Source: an optimization exercise on an open RTL-to-GDS flow (aim: small area, a short achievable clock period and few clock cycles). Production flows keep margins and buffers that such runs may drop.
The RTL was checked by simulation tests, not by an equivalence proof against the original design.
No activity file was given, so power comes from the tool's default toggle rates.

== oak ==
## adaptive_throughput_meter
module adaptive_throughput_meter #(
    parameter int HISTORY_SLOTS = 10
) (
    input  logic        i_clk,
    input  logic        i_rst_n,
    input  logic        i_in_valid,
    output logic        o_in_stall,
    input  logic [1:0]  i_kind,
    input  logic [15:0] i_byte_count,
    input  logic [9:0]  i_tick_ms,
    output logic        o_out_valid,
    input  logic        i_out_stall,
    output logic [31:0] o_speed,
    output logic        o_window_closed,
    output logic        o_averaged,
    input  logic        i_cfg_valid,
    output logic        o_cfg_ready,
    input  logic [atm_pkg::CFG_IW-1:0] i_cfg_index,
    input  logic [atm_pkg::CFG_DW-1:0] i_cfg_data
);
==> flow/config.mk <==
export PLATFORM = sky130hd
export DESIGN_NAME = adaptive_throughput_meter
export DESIGN_NICKNAME = adaptive_throughput_meter
export VERILOG_FILES = /design/flow/design.v
export SDC_FILE = /design/flow/constraint.sdc
export NUM_CORES = 4
export LEC_CHECK = 0
export CAP_MARGIN = 20
export CORE_MARGIN = 2
export CORE_UTILIZATION = 40
export CTS_BUF_LIST = sky130_fd_sc_hd__clkbuf_4 sky130_fd_sc_hd__clkbuf_8
export SETUP_SLACK_MARGIN = 4.7
export SLEW_MARGIN = 20
==> flow/constraint.sdc <==
create_clock -name core_clock -period 8.5 [get_ports {i_clk}]
set_input_delay 1.7000 -clock core_clock [delete_from_list [all_inputs] [get_ports {i_clk}]]
set_output_delay 1.7000 -clock core_clock [all_outputs]
set_load 0.01 [all_outputs]
run.sh (not shown) runs the stock make flow with config.mk's settings and CLKGATE_MAP_FILE= SYNTH_SCRIPT=/design/flow/synth_recipe.tcl, a recipe that flattens the netlist after the stock synthesis.
Testbench counts of oak, summed over its fixed seeds: cycles 30,114.
## Diff of input files: pine against oak
# oak
export LEC_CHECK = 0
export CAP_MARGIN = 20
export CORE_MARGIN = 2
export CORE_UTILIZATION = 40
export CTS_BUF_LIST = sky130_fd_sc_hd__clkbuf_4 sky130_fd_sc_hd__clkbuf_8
export SETUP_SLACK_MARGIN = 4.7
export SLEW_MARGIN = 20
create_clock -name core_clock -period 8.5 [get_ports {i_clk}]
# pine
export LEC_CHECK = 0
export CAP_MARGIN = 20
export CORE_MARGIN = 2
export CORE_UTILIZATION = 40
export CTS_BUF_LIST = sky130_fd_sc_hd__clkbuf_8 sky130_fd_sc_hd__clkbuf_16
export CTS_CLUSTER_DIAMETER = 100
export CTS_CLUSTER_SIZE = 30
export SETUP_SLACK_MARGIN = 4.6
export SLEW_MARGIN = 20
create_clock -name core_clock -period 8.5 [get_ports {i_clk}]
==> notes.md <==
- Share of power burned in the clock network: pine vs oak down 4.0 points
- Summary — number of antenna violations at the first check in global routing, pine relative to oak: lower, by 2.
- The highest signal layer in the routed design comes out met4 in one run and met5 in the other, namely in pine and oak respectively.
- Of the two values seen for startpoint of the worst setup timing path, i_cfg_valid was produced by pine and r_dv by oak.
- On minimum clock period after layout: between oak and pine, it ends up higher for pine.
Input-level comparison between birch and pine:
# pine
export LEC_CHECK = 0
export CAP_MARGIN = 20
export CORE_MARGIN = 2
export CORE_UTILIZATION = 40
export CTS_BUF_LIST = sky130_fd_sc_hd__clkbuf_8 sky130_fd_sc_hd__clkbuf_16
export CTS_CLUSTER_DIAMETER = 100
export CTS_CLUSTER_SIZE = 30
export SETUP_SLACK_MARGIN = 4.6
export SLEW_MARGIN = 20
create_clock -name core_clock -period 8.5 [get_ports {i_clk}]
# birch
export LEC_CHECK = 0
export CAP_MARGIN = 20
export CORE_MARGIN = 2
export CORE_UTILIZATION = 40
export CTS_BUF_LIST = sky130_fd_sc_hd__clkbuf_8 sky130_fd_sc_hd__clkbuf_16
export CTS_CLUSTER_DIAMETER = 80
export CTS_CLUSTER_SIZE = 20
export GPL_ROUTABILITY_DRIVEN = 0
export SETUP_SLACK_MARGIN = 4.7
export SLEW_MARGIN = 20
create_clock -name core_clock -period 8.5 [get_ports {i_clk}]
==> comparison <==
Compared with pine, birch shows a met3 demand-to-capacity share in global routing that is 0.42 points higher.
Delta (birch minus pine): max capacitance violation total closely matched the old numbers, detailed-route wire length per cell closely matched the old numbers.
birch ends up with higher total track usage than pine does.
Re design area: pine and birch aren't equal, and the lower value belongs to pine.
Arrival time of data at the critical path endpoint (lower): birch
Diff pine..birch | synthesized area divided by synthesized cell count | unchanged
Compared with pine, birch shows a lower worst hold slack.
Combinational share of power was higher in the run labelled pine.
Summary: with pine as the reference, cell-internal power in birch moved up by a few percent.
Flip-flop and latch share of the layout cell area ended up 0.49 points lower on birch than on pine.
### birch -> maple
# birch
export LEC_CHECK = 0
export CAP_MARGIN = 20
export CORE_MARGIN = 2
export CORE_UTILIZATION = 40
export CTS_BUF_LIST = sky130_fd_sc_hd__clkbuf_8 sky130_fd_sc_hd__clkbuf_16
export CTS_CLUSTER_DIAMETER = 80
export CTS_CLUSTER_SIZE = 20
export GPL_ROUTABILITY_DRIVEN = 0
export SETUP_SLACK_MARGIN = 4.7
export SLEW_MARGIN = 20
create_clock -name core_clock -period 8.5 [get_ports {i_clk}]
# maple
export LEC_CHECK = 0
export CAP_MARGIN = 20
export CORE_MARGIN = 2
export CORE_UTILIZATION = 40
export CTS_BUF_LIST = sky130_fd_sc_hd__clkbuf_8 sky130_fd_sc_hd__clkbuf_16
export CTS_CLUSTER_DIAMETER = 100
export CTS_CLUSTER_SIZE = 30
export SETUP_SLACK_MARGIN = 4.7
export SLEW_MARGIN = 20
create_clock -name core_clock -period 8.5 [get_ports {i_clk}]
Results
- From birch to maple the numbers moved as follows: global-route wire length before repair +about 0.4%, routed length on met3 +about 11%, multi-input combinational cell area +0.58%, hold slack +0.0053 ns.
- maple ended up with a higher total power than birch did.
- maple against birch: cell area held; combinational group share of total power climbed 1.4 points.
diff inputs: maple => cedar
# maple
export LEC_CHECK = 0
export CAP_MARGIN = 20
export CORE_MARGIN = 2
export CORE_UTILIZATION = 40
export CTS_BUF_LIST = sky130_fd_sc_hd__clkbuf_8 sky130_fd_sc_hd__clkbuf_16
export CTS_CLUSTER_DIAMETER = 100
export CTS_CLUSTER_SIZE = 30
export SETUP_SLACK_MARGIN = 4.7
export SLEW_MARGIN = 20
create_clock -name core_clock -period 8.5 [get_ports {i_clk}]
# cedar
export LEC_CHECK = 0
export CAP_MARGIN = 20
export CORE_MARGIN = 2
export CORE_UTILIZATION = 40
export CTS_BUF_LIST = sky130_fd_sc_hd__clkbuf_8 sky130_fd_sc_hd__clkbuf_16
export CTS_CLUSTER_DIAMETER = 80
export CTS_CLUSTER_SIZE = 20
export SETUP_SLACK_MARGIN = 4.7
export SLEW_MARGIN = 20
create_clock -name core_clock -period 8.5 [get_ports {i_clk}]
==> comparison <==
The delay of the slowest cell on the worst path reported for cedar is greater than that of maple by 0.03 ns. maple vs cedar, end of the critical path: o_speed[23] vs o_speed[17]. Total length of routed wires: cedar vs maple down 0.55%. Taking maple over cedar, the clock buffer count in the final layout ratio works out to 0.75. Est. power | cedar vs maple | cedar higher. Diff maple -> cedar: routed wire length on met2 neither gained nor lost much, share of total power in sequential cells lost 0.4 points.

==> separate check: timing with driven ports <==
How much do the figures lean on ideal ports? The routed layouts below were timed once more, with nothing changed but the port constraints.
Step 1, drivers: a clkbuf_16 drives i_clk and a buf_2 each remaining input, both assumed.
Step 2 times the ports against the registers' clock, not the clock port: input delays grow and output delays shrink by t, the midpoint of the rising clock arrivals with the driver on.
Slacks: no drivers / after step 1 / after step 2; pairs: no drivers / after step 1.
run	t (ns)	setup slack, ns	latest minus earliest clock arrival (ns)	slew at the worst register clock pin (ns)
oak	0.750	4.634 / 4.574 / 4.340	0.063 / 0.063	0.07 / 0.07
pine	0.624	4.629 / 4.591 / 4.205	0.027 / 0.026	0.12 / 0.12
birch	0.639	4.739 / 4.685 / 4.333	0.034 / 0.033	0.10 / 0.10
maple	0.631	4.714 / 4.652 / 4.413	0.041 / 0.041	0.12 / 0.12
cedar	0.669	4.697 / 4.635 / 4.397	0.029 / 0.029	0.09 / 0.09
After both steps every run listed still meets setup and hold. For pine, which loses most, drivers alone change the setup slack by -0.038 ns; drivers and shift together by -0.424 ns.
